Source: an optimization exercise on an open RTL-to-GDS flow (aim: small area and a short achievable clock period). Production flows keep margins and buffers that such runs may drop.
Function was checked by simulation only, so behaviour that the tests miss may differ from the original.
Power figures rest on the tool's default switching activity, not on a simulated workload.

==> run Y: inputs <==
Design apb_diag_buffer, start of the top module:
module apb_diag_buffer #(
   parameter int DEPTH = 64,
   parameter int CNT_W = $clog2(DEPTH) + 1
) (
   input  logic        pclk,
   input  logic        preset_n,
   input  logic [11:0] paddr,
   input  logic        psel,
   input  logic        penable,
   input  logic        pwrite,
   input  logic [31:0] pwdata,
   input  logic [3:0]  pstrb,
   output logic        pready,
   output logic [31:0] prdata,
   output logic        pslverr,
   input  logic        evt_valid,
   input  logic [31:0] evt_data,
   output logic        irq
);
==> flow/config.mk <==
export PLATFORM = sky130hd
export DESIGN_NAME = apb_diag_buffer
export DESIGN_NICKNAME = apb_diag_buffer
export VERILOG_FILES = /design/flow/design.v
export SDC_FILE = /design/flow/constraint.sdc
export NUM_CORES = 4
export LEC_CHECK = 0
export CAP_MARGIN = 20
export CORE_MARGIN = 2
export CORE_UTILIZATION = 60
export CTS_CLUSTER_DIAMETER = 100
export CTS_CLUSTER_SIZE = 30
export PLACE_DENSITY = 0.7
export SETUP_SLACK_MARGIN = 2.7
export SLEW_MARGIN = 20
==> flow/constraint.sdc <==
create_clock -name core_clock -period 5.0 [get_ports {pclk}]
set_input_delay 1.0000 -clock core_clock [delete_from_list [all_inputs] [get_ports {pclk}]]
set_output_delay 1.0000 -clock core_clock [all_outputs]
set_load 0.01 [all_outputs]
run.sh (not shown) runs the stock make flow with config.mk's settings and CLKGATE_MAP_FILE= SYNTH_SCRIPT=/design/flow/synth_recipe.tcl, a recipe that flattens the netlist after the stock synthesis.
==> run X: changes against run Y <==
--- a/flow/design.v
+++ b/flow/design.v
@@ -18,31 +18,86 @@
 module diag_buf_ram #(
    parameter int DEPTH = 64,
    parameter int AW    = $clog2(DEPTH)
 ) (
    input  logic             clk_i,
    input  logic             we_i,
-   input  logic [AW-1:0]    waddr_i,
+   input  logic [7:0]       wlo_i,      
+   input  logic [7:0]       whi_i,      
    input  logic [31:0]      wdata_i,
    input  logic [DEPTH-1:0] rsel_i,
-   output logic [31:0]      rdata_o
+   output logic [32*11-1:0] t_lo_n_o,    
+   output logic [32*11-1:0] t_hi_n_o     
 );
    logic [31:0] mem_q [DEPTH];
    for (genvar i = 0; i < DEPTH; i++) begin : g_row
       always_ff @(posedge clk_i) begin
-         if (we_i && (waddr_i == AW'(i))) begin
+         if (we_i && wlo_i[i % 8] && whi_i[i / 8]) begin
             mem_q[i] <= wdata_i;
          end
       end
    end
-   always_comb begin
-      rdata_o = '0;
-      for (int i = 0; i < DEPTH; i++) begin
-         rdata_o = rdata_o | ({32{rsel_i[i]}} & mem_q[i]);
-      end
-   end
+   for (genvar b = 0; b < 32; b++) begin : g_bit
+      diag_sel32_n u_lo (
+         .sel_i (rsel_i[31:0]),
+         .d_i   ({mem_q[31][b], mem_q[30][b], mem_q[29][b], mem_q[28][b],
+                  mem_q[27][b], mem_q[26][b], mem_q[25][b], mem_q[24][b],
+                  mem_q[23][b], mem_q[22][b], mem_q[21][b], mem_q[20][b],
+                  mem_q[19][b], mem_q[18][b], mem_q[17][b], mem_q[16][b],
+                  mem_q[15][b], mem_q[14][b], mem_q[13][b], mem_q[12][b],
+                  mem_q[11][b], mem_q[10][b], mem_q[9][b],  mem_q[8][b],
+                  mem_q[7][b],  mem_q[6][b],  mem_q[5][b],  mem_q[4][b],
+                  mem_q[3][b],  mem_q[2][b],  mem_q[1][b],  mem_q[0][b]}),
+         .t_n_o (t_lo_n_o[11*b +: 11])
+      );
+      diag_sel32_n u_hi (
+         .sel_i (rsel_i[63:32]),
+         .d_i   ({mem_q[63][b], mem_q[62][b], mem_q[61][b], mem_q[60][b],
+                  mem_q[59][b], mem_q[58][b], mem_q[57][b], mem_q[56][b],
+                  mem_q[55][b], mem_q[54][b], mem_q[53][b], mem_q[52][b],
+                  mem_q[51][b], mem_q[50][b], mem_q[49][b], mem_q[48][b],
+                  mem_q[47][b], mem_q[46][b], mem_q[45][b], mem_q[44][b],
+                  mem_q[43][b], mem_q[42][b], mem_q[41][b], mem_q[40][b],
+                  mem_q[39][b], mem_q[38][b], mem_q[37][b], mem_q[36][b],
+                  mem_q[35][b], mem_q[34][b], mem_q[33][b], mem_q[32][b]}),
+         .t_n_o (t_hi_n_o[11*b +: 11])
+      );
+   end
+endmodule
+module diag_sel32_n (
+   input  logic [31:0] sel_i,
+   input  logic [31:0] d_i,
+   output logic [10:0] t_n_o
+);
+   logic [10:0] t_n;    
+   for (genvar k = 0; k < 10; k++) begin : g_aoi
+      diag_aoi222 u_aoi (
+         .a1 (sel_i[3*k]),   .a2 (d_i[3*k]),
+         .b1 (sel_i[3*k+1]), .b2 (d_i[3*k+1]),
+         .c1 (sel_i[3*k+2]), .c2 (d_i[3*k+2]),
+         .y  (t_n[k])
+      );
+   end
+   diag_aoi22 u_aoi_last (
+      .a1 (sel_i[30]), .a2 (d_i[30]),
+      .b1 (sel_i[31]), .b2 (d_i[31]),
+      .y  (t_n[10])
+   );
+   assign t_n_o = t_n;
+endmodule
+module diag_aoi222 (
+   input  logic a1, a2, b1, b2, c1, c2,
+   output logic y
+);
+   assign y = ~((a1 & a2) | (b1 & b2) | (c1 & c2));
+endmodule
+module diag_aoi22 (
+   input  logic a1, a2, b1, b2,
+   output logic y
+);
+   assign y = ~((a1 & a2) | (b1 & b2));
 endmodule
 import apb_diag_pkg::*;
 module apb_diag_buffer #(
    parameter int DEPTH = 64,
    parameter int CNT_W = $clog2(DEPTH) + 1
 ) (
@@ -59,32 +114,37 @@
    output logic        pslverr,
    input  logic        evt_valid,
    input  logic [31:0] evt_data,
    output logic        irq
 );
    localparam int AW = $clog2(DEPTH);
-   logic [AW-1:0]    wr_ptr_q, wr_ptr_d;
+   logic [7:0]       wlo_q, wlo_d;       
+   logic [7:0]       whi_q, whi_d;       
+   logic             acc_q, acc_d;       
+   logic             popw_d;
    logic [DEPTH-1:0] rsel_q, rsel_d;     
    logic [CNT_W-1:0] count_q, count_d;
    logic [15:0]      drop_q, drop_d;
    logic             en_q, en_d;
    logic             ovwr_q, ovwr_d;
    logic [7:0]       thresh_q, thresh_d;
    logic             irq_q, irq_d;
    logic             popw_q;           
    logic             wrc_q;            
    logic             rdy_q, rdy_d;
    logic             err_q, err_d;
-   logic [31:0]      rdata_q, rdata_d;
+   logic [31:0]      rdata_d, rdhi_d;
+   logic [31:0]      rdlo_n_q, rdhi_n_q;
    logic        access, wr_ctrl, clr;
    logic        full, do_pop;
    logic        push, grow, ovr, drop;
    logic        ram_we;
    logic [CNT_W-1:0] cnt_inc, cnt_dec;
    logic [15:0]      drop_inc;
-   logic [31:0] ram_rdata;
+   logic [31:0] ram_rdata_lo_n, ram_rdata_hi_n;
+   logic [32*11-1:0] t_lo_n, t_hi_n;
    logic [CNT_W-1:0] cnt_s;
    logic [15:0]      drop_s;
    logic             grow_s, drop_inc_s, empty_s, full_s;
    logic             a_ctrl, a_stat, a_drop, a_pop;
    logic [31:0]      regmux;
    assign access  = psel && penable;
@@ -109,31 +169,41 @@
             ovwr_d = pwdata[CTRL_OVWR];
          end
          if (pstrb[1]) begin
             thresh_d = pwdata[CTRL_THR_LSB +: CTRL_THR_W];
          end
       end
-      wr_ptr_d = wr_ptr_q + AW'(grow || ovr);
+      wlo_d = wlo_q;
+      whi_d = whi_q;
+      if (grow || ovr) begin
+         wlo_d = {wlo_q[6:0], wlo_q[7]};
+         if (wlo_q[7]) begin
+            whi_d = {whi_q[6:0], whi_q[7]};
+         end
+      end
       rsel_d = rsel_q;
       if (do_pop || ovr) begin
          rsel_d = {rsel_q[DEPTH-2:0], rsel_q[DEPTH-1]};
       end
       if (do_pop) begin
          count_d = grow ? count_q : cnt_dec;
       end else begin
          count_d = grow ? cnt_inc : count_q;
       end
       drop_d = drop ? drop_inc : drop_q;
       if (clr) begin
-         wr_ptr_d = '0;
+         wlo_d    = 8'd1;
+         whi_d    = 8'd1;
          rsel_d   = DEPTH'(1);
          count_d  = '0;
          drop_d   = '0;
       end
    end
-   assign ram_we = !full || (en_q && evt_valid && (ovwr_q || do_pop));
+   assign ram_we = !full || (evt_valid && acc_q);
+   assign popw_d = access && !rdy_q;
+   assign acc_d  = en_d && (ovwr_d || popw_d);
    assign grow_s     = en_q && evt_valid && !full;
    assign drop_inc_s = en_q && evt_valid && full;
    assign cnt_s      = grow_s ? cnt_inc : count_q;
    assign drop_s     = drop_inc_s ? drop_inc : drop_q;
    assign empty_s    = (count_q == '0) && !grow_s;
    assign full_s     = cnt_s[CNT_W-1];
@@ -156,66 +226,79 @@
       if (a_drop) begin
          regmux[15:0] = drop_s;
       end
    end
    always_comb begin
       if (penable) begin
-         rdata_d = ram_rdata;
+         rdata_d = ram_rdata_lo_n;
+         rdhi_d  = ram_rdata_hi_n;
          rdy_d   = 1'b1;
          err_d   = 1'b0;
       end else begin
-         rdata_d = regmux;
+         rdata_d = ~regmux;
+         rdhi_d  = '1;
          rdy_d   = !(psel && !pwrite && a_pop && !empty_s);
          if (pwrite) begin
             err_d = !a_ctrl;
          end else begin
             err_d = !(a_ctrl || a_stat || a_drop || a_pop) || (a_pop && empty_s);
          end
       end
    end
+   for (genvar b = 0; b < 32; b++) begin : g_rd
+      assign ram_rdata_lo_n[b] = &t_lo_n[11*b +: 11];
+      assign ram_rdata_hi_n[b] = &t_hi_n[11*b +: 11];
+   end
    assign irq_d = en_q && (thresh_q != 8'd0) && (32'(count_q) >= 32'(thresh_q));
    always_ff @(posedge pclk or negedge preset_n) begin
       if (!preset_n) begin
-         wr_ptr_q <= '0;
+         wlo_q    <= 8'd1;
+         whi_q    <= 8'd1;
+         acc_q    <= 1'b0;
          rsel_q   <= DEPTH'(1);
          count_q  <= '0;
          drop_q   <= '0;
          en_q     <= 1'b0;
          ovwr_q   <= 1'b0;
          thresh_q <= '0;
          irq_q    <= 1'b0;
          popw_q   <= 1'b0;
          wrc_q    <= 1'b0;
       end else begin
-         wr_ptr_q <= wr_ptr_d;
+         wlo_q    <= wlo_d;
+         whi_q    <= whi_d;
+         acc_q    <= acc_d;
          rsel_q   <= rsel_d;
          count_q  <= count_d;
          drop_q   <= drop_d;
          en_q     <= en_d;
          ovwr_q   <= ovwr_d;
          thresh_q <= thresh_d;
          irq_q    <= irq_d;
-         popw_q   <= access && !rdy_q;
+         popw_q   <= popw_d;
          wrc_q    <= psel && !penable && pwrite && (paddr == OFF_CTRL);
       end
    end
    always_ff @(posedge pclk) begin
       rdy_q   <= rdy_d;
       err_q   <= err_d;
-      rdata_q <= rdata_d;
+      rdlo_n_q <= rdata_d;
+      rdhi_n_q <= rdhi_d;
    end
    diag_buf_ram #(
       .DEPTH (DEPTH),
       .AW    (AW)
    ) u_ram (
       .clk_i   (pclk),
       .we_i    (ram_we),
-      .waddr_i (wr_ptr_q),
+      .wlo_i   (wlo_q),
+      .whi_i   (whi_q),
       .wdata_i (evt_data),
       .rsel_i  (rsel_q),
-      .rdata_o (ram_rdata)
+      .t_lo_n_o (t_lo_n),
+      .t_hi_n_o (t_hi_n)
    );
    assign pready  = rdy_q;
-   assign prdata  = rdata_q;
+   assign prdata  = ~(rdlo_n_q & rdhi_n_q);
    assign pslverr = err_q;
    assign irq     = irq_q;
 endmodule
==> flow/flow/run.sh (new file) <==
#!/bin/bash
# Layout flow: the standard flow (standard synthesis unchanged), with the
# port buffers inserted as buf_4 instead of the placer's default delay buffer,
# and clock tree synthesis without dummy loads.
set -euo pipefail
bash standard.sh "BUFFER_PORTS_ARGS=-buffer_cell sky130_fd_sc_hd__buf_4" \
   "CTS_ARGS=-sink_clustering_enable -repair_clock_nets -sink_clustering_size 24 -sink_clustering_max_diameter 100 -dont_use_dummy_load" \
   finish > flow_make.log 2>&1
==> flow/standard.sh (new file) <==
#!/bin/bash
# synth_recipe.tcl (not shown) runs the flow's synth.tcl, then flattens the netlist and writes it again
# the make line also repeats each setting of config.mk as NAME=value (left out here)
make -C /OpenROAD-flow-scripts/flow DESIGN_CONFIG=/design/flow/config.mk WORK_HOME=/design/flow/orfs CLKGATE_MAP_FILE= SYNTH_SCRIPT=/design/flow/synth_recipe.tcl "${@:-finish}"
--- a/flow/config.mk
+++ b/flow/config.mk
@@ -6,10 +6,11 @@
 export NUM_CORES = 4
 export LEC_CHECK = 0
 export CAP_MARGIN = 20
 export CORE_MARGIN = 2
 export CORE_UTILIZATION = 60
 export CTS_CLUSTER_DIAMETER = 100
-export CTS_CLUSTER_SIZE = 30
+export CTS_CLUSTER_SIZE = 24
 export PLACE_DENSITY = 0.7
 export SETUP_SLACK_MARGIN = 2.7
 export SLEW_MARGIN = 20
+export SYNTH_HIERARCHICAL = 1
removed: flow/run.sh
==> run E: changes against run Y <==
--- a/flow/design.v
+++ b/flow/design.v
@@ -16,31 +16,33 @@
    } state_e;
 endpackage
 module diag_buf_ram #(
    parameter int DEPTH = 64,
    parameter int AW    = $clog2(DEPTH)
 ) (
-   input  logic             clk_i,
-   input  logic             we_i,
-   input  logic [AW-1:0]    waddr_i,
-   input  logic [31:0]      wdata_i,
-   input  logic [DEPTH-1:0] rsel_i,
-   output logic [31:0]      rdata_o
+   input  logic          clk_i,
+   input  logic          we_i,
+   input  logic [AW-1:0] waddr_i,
+   input  logic [31:0]   wdata_i,
+   input  logic [AW-1:0] raddr_i,
+   output logic [31:0]   rdata_o
 );
-   logic [31:0] mem_q [DEPTH];
+   logic [31:0]    mem_q [DEPTH];
+   logic [DEPTH-1:0] rsel;
    for (genvar i = 0; i < DEPTH; i++) begin : g_row
       always_ff @(posedge clk_i) begin
          if (we_i && (waddr_i == AW'(i))) begin
             mem_q[i] <= wdata_i;
          end
       end
+      assign rsel[i] = (raddr_i == AW'(i));
    end
    always_comb begin
       rdata_o = '0;
       for (int i = 0; i < DEPTH; i++) begin
-         rdata_o = rdata_o | ({32{rsel_i[i]}} & mem_q[i]);
+         rdata_o = rdata_o | ({32{rsel[i]}} & mem_q[i]);
       end
    end
 endmodule
 import apb_diag_pkg::*;
 module apb_diag_buffer #(
    parameter int DEPTH = 64,
@@ -60,44 +62,38 @@
    input  logic        evt_valid,
    input  logic [31:0] evt_data,
    output logic        irq
 );
    localparam int AW = $clog2(DEPTH);
    logic [AW-1:0]    wr_ptr_q, wr_ptr_d;
-   logic [DEPTH-1:0] rsel_q, rsel_d;     
+   logic [AW-1:0]    rd_ptr_q, rd_ptr_d;
    logic [CNT_W-1:0] count_q, count_d;
    logic [15:0]      drop_q, drop_d;
    logic             en_q, en_d;
    logic             ovwr_q, ovwr_d;
    logic [7:0]       thresh_q, thresh_d;
    logic             irq_q, irq_d;
    logic             popw_q;           
-   logic             wrc_q;            
    logic             rdy_q, rdy_d;
    logic             err_q, err_d;
    logic [31:0]      rdata_q, rdata_d;
    logic        access, wr_ctrl, clr;
    logic        full, do_pop;
    logic        push, grow, ovr, drop;
    logic        ram_we;
-   logic [CNT_W-1:0] cnt_inc, cnt_dec;
-   logic [15:0]      drop_inc;
    logic [31:0] ram_rdata;
    logic [CNT_W-1:0] cnt_s;
    logic [15:0]      drop_s;
    logic             grow_s, drop_inc_s, empty_s, full_s;
    logic             a_ctrl, a_stat, a_drop, a_pop;
    logic [31:0]      regmux;
    assign access  = psel && penable;
-   assign wr_ctrl = wrc_q;
+   assign wr_ctrl = access && pwrite && (paddr == OFF_CTRL);
    assign clr     = wr_ctrl && pstrb[0] && pwdata[CTRL_CLR];
    assign full    = count_q[CNT_W-1];
    assign do_pop  = popw_q;
-   assign cnt_inc  = count_q + CNT_W'(1);
-   assign cnt_dec  = count_q - CNT_W'(1);
-   assign drop_inc = (drop_q == 16'hFFFF) ? drop_q : drop_q + 16'd1;
    assign push = en_q && evt_valid && !clr;
    assign grow = push && (!full || do_pop);
    assign ovr  = push && full && !do_pop && ovwr_q;
    assign drop = push && full && !do_pop;
    always_comb begin
       en_d     = en_q;
@@ -110,34 +106,32 @@
          end
          if (pstrb[1]) begin
             thresh_d = pwdata[CTRL_THR_LSB +: CTRL_THR_W];
          end
       end
       wr_ptr_d = wr_ptr_q + AW'(grow || ovr);
-      rsel_d = rsel_q;
-      if (do_pop || ovr) begin
-         rsel_d = {rsel_q[DEPTH-2:0], rsel_q[DEPTH-1]};
-      end
-      if (do_pop) begin
-         count_d = grow ? count_q : cnt_dec;
-      end else begin
-         count_d = grow ? cnt_inc : count_q;
-      end
-      drop_d = drop ? drop_inc : drop_q;
+      rd_ptr_d = rd_ptr_q + AW'(do_pop || ovr);
+      count_d  = count_q;
+      if (grow && !do_pop) begin
+         count_d = count_q + CNT_W'(1);
+      end else if (!grow && do_pop) begin
+         count_d = count_q - CNT_W'(1);
+      end
+      drop_d = drop_q + 16'(drop && (drop_q != 16'hFFFF));
       if (clr) begin
          wr_ptr_d = '0;
-         rsel_d   = DEPTH'(1);
+         rd_ptr_d = '0;
          count_d  = '0;
          drop_d   = '0;
       end
    end
    assign ram_we = !full || (en_q && evt_valid && (ovwr_q || do_pop));
    assign grow_s     = en_q && evt_valid && !full;
-   assign drop_inc_s = en_q && evt_valid && full;
-   assign cnt_s      = grow_s ? cnt_inc : count_q;
-   assign drop_s     = drop_inc_s ? drop_inc : drop_q;
+   assign drop_inc_s = en_q && evt_valid && full && (drop_q != 16'hFFFF);
+   assign cnt_s      = count_q + CNT_W'(grow_s);
+   assign drop_s     = drop_q + 16'(drop_inc_s);
    assign empty_s    = (count_q == '0) && !grow_s;
    assign full_s     = cnt_s[CNT_W-1];
    assign a_ctrl = (paddr == OFF_CTRL);
    assign a_stat = (paddr == OFF_STATUS);
    assign a_drop = (paddr == OFF_DROP);
    assign a_pop  = (paddr == OFF_POP);
@@ -173,32 +167,30 @@
       end
    end
    assign irq_d = en_q && (thresh_q != 8'd0) && (32'(count_q) >= 32'(thresh_q));
    always_ff @(posedge pclk or negedge preset_n) begin
       if (!preset_n) begin
          wr_ptr_q <= '0;
-         rsel_q   <= DEPTH'(1);
+         rd_ptr_q <= '0;
          count_q  <= '0;
          drop_q   <= '0;
          en_q     <= 1'b0;
          ovwr_q   <= 1'b0;
          thresh_q <= '0;
          irq_q    <= 1'b0;
          popw_q   <= 1'b0;
-         wrc_q    <= 1'b0;
       end else begin
          wr_ptr_q <= wr_ptr_d;
-         rsel_q   <= rsel_d;
+         rd_ptr_q <= rd_ptr_d;
          count_q  <= count_d;
          drop_q   <= drop_d;
          en_q     <= en_d;
          ovwr_q   <= ovwr_d;
          thresh_q <= thresh_d;
          irq_q    <= irq_d;
          popw_q   <= access && !rdy_q;
-         wrc_q    <= psel && !penable && pwrite && (paddr == OFF_CTRL);
       end
    end
    always_ff @(posedge pclk) begin
       rdy_q   <= rdy_d;
       err_q   <= err_d;
       rdata_q <= rdata_d;
@@ -208,13 +200,13 @@
       .AW    (AW)
    ) u_ram (
       .clk_i   (pclk),
       .we_i    (ram_we),
       .waddr_i (wr_ptr_q),
       .wdata_i (evt_data),
-      .rsel_i  (rsel_q),
+      .raddr_i (rd_ptr_q),
       .rdata_o (ram_rdata)
    );
    assign pready  = rdy_q;
    assign prdata  = rdata_q;
    assign pslverr = err_q;
    assign irq     = irq_q;
==> flow/config.mk (replaced) <==
export PLATFORM = sky130hd
export DESIGN_NAME = apb_diag_buffer
export DESIGN_NICKNAME = apb_diag_buffer
export VERILOG_FILES = /design/flow/design.v
export SDC_FILE = /design/flow/constraint.sdc
export NUM_CORES = 4
export LEC_CHECK = 0
export CAP_MARGIN = 20
export CORE_MARGIN = 2
export CORE_UTILIZATION = 40
export SLEW_MARGIN = 20
==> comparison table <==
item	run Y	run E	run X
Global routing met1 resource utilization	59.43%	43.15%	45.95%
Total combinational power	0.000407 W	0.000634 W	0.000485 W
Final Routed Wirelength	323,200 um	335,800 um	211,400 um
Starting density of the core	60.31%	40.25%	60.44%
Worst-margin pin slew	1.172 ns	1.285 ns	0.9102 ns
Inserted Clock Buffers	84	207	103
RSZ-0062 raised after global routing	true	false	true
Detailed-route via count	53,663	52,937	43,784
Global routing met2 resource utilization	64.51%	47.12%	47.16%
Post-CTS Resized	471	0	204
Mean instance size in the synthesized netlist	18.01 sq um	17.43 sq um	20.23 sq um
Logic gate share of total power	1.4%	1.8%	1.6%
Status	complete, no violations	complete, no violations	complete, no violations
Power attributed to the clock group	0.00890 W	0.0154 W	0.00898 W
Instance count after placement with tap cells included	6,166	7,262	5,737
Count of placed standard cells in the final layout, fillers left out	6,599	7,675	5,900
Number of antenna violations at the first check in global routing	22	38	15

[re-timing with driven ports]
How much do the figures lean on ideal ports? The routed layouts below were timed once more, with nothing changed but the port constraints.
Step 1, drivers: a clkbuf_16 drives pclk and a buf_2 each remaining input, both assumed.
Step 2, shift: input delay + t, output delay - t, t = (earliest + latest rising clock arrival at the registers) / 2. This alone moves slack from input paths to output paths.
Three values: no drivers, after step 1, after step 2; two values: the first two.
| run | t (ns) | setup WS [ns] | worst setup path after step 2 |
|---|---|---|---|
| run Y | 0.859 | 2.318 / 2.318 / 1.680 | input to register |
| run X | 0.799 | 2.569 / 2.536 / 1.985 | input to register |
| run E | 0.941 | 0.322 / 0.322 / 0.322 | register to register |
After both steps setup and hold are still met in every run listed. The setup slack of run Y, which loses most, moves by 0.000 ns with the drivers and by -0.638 ns with both steps.
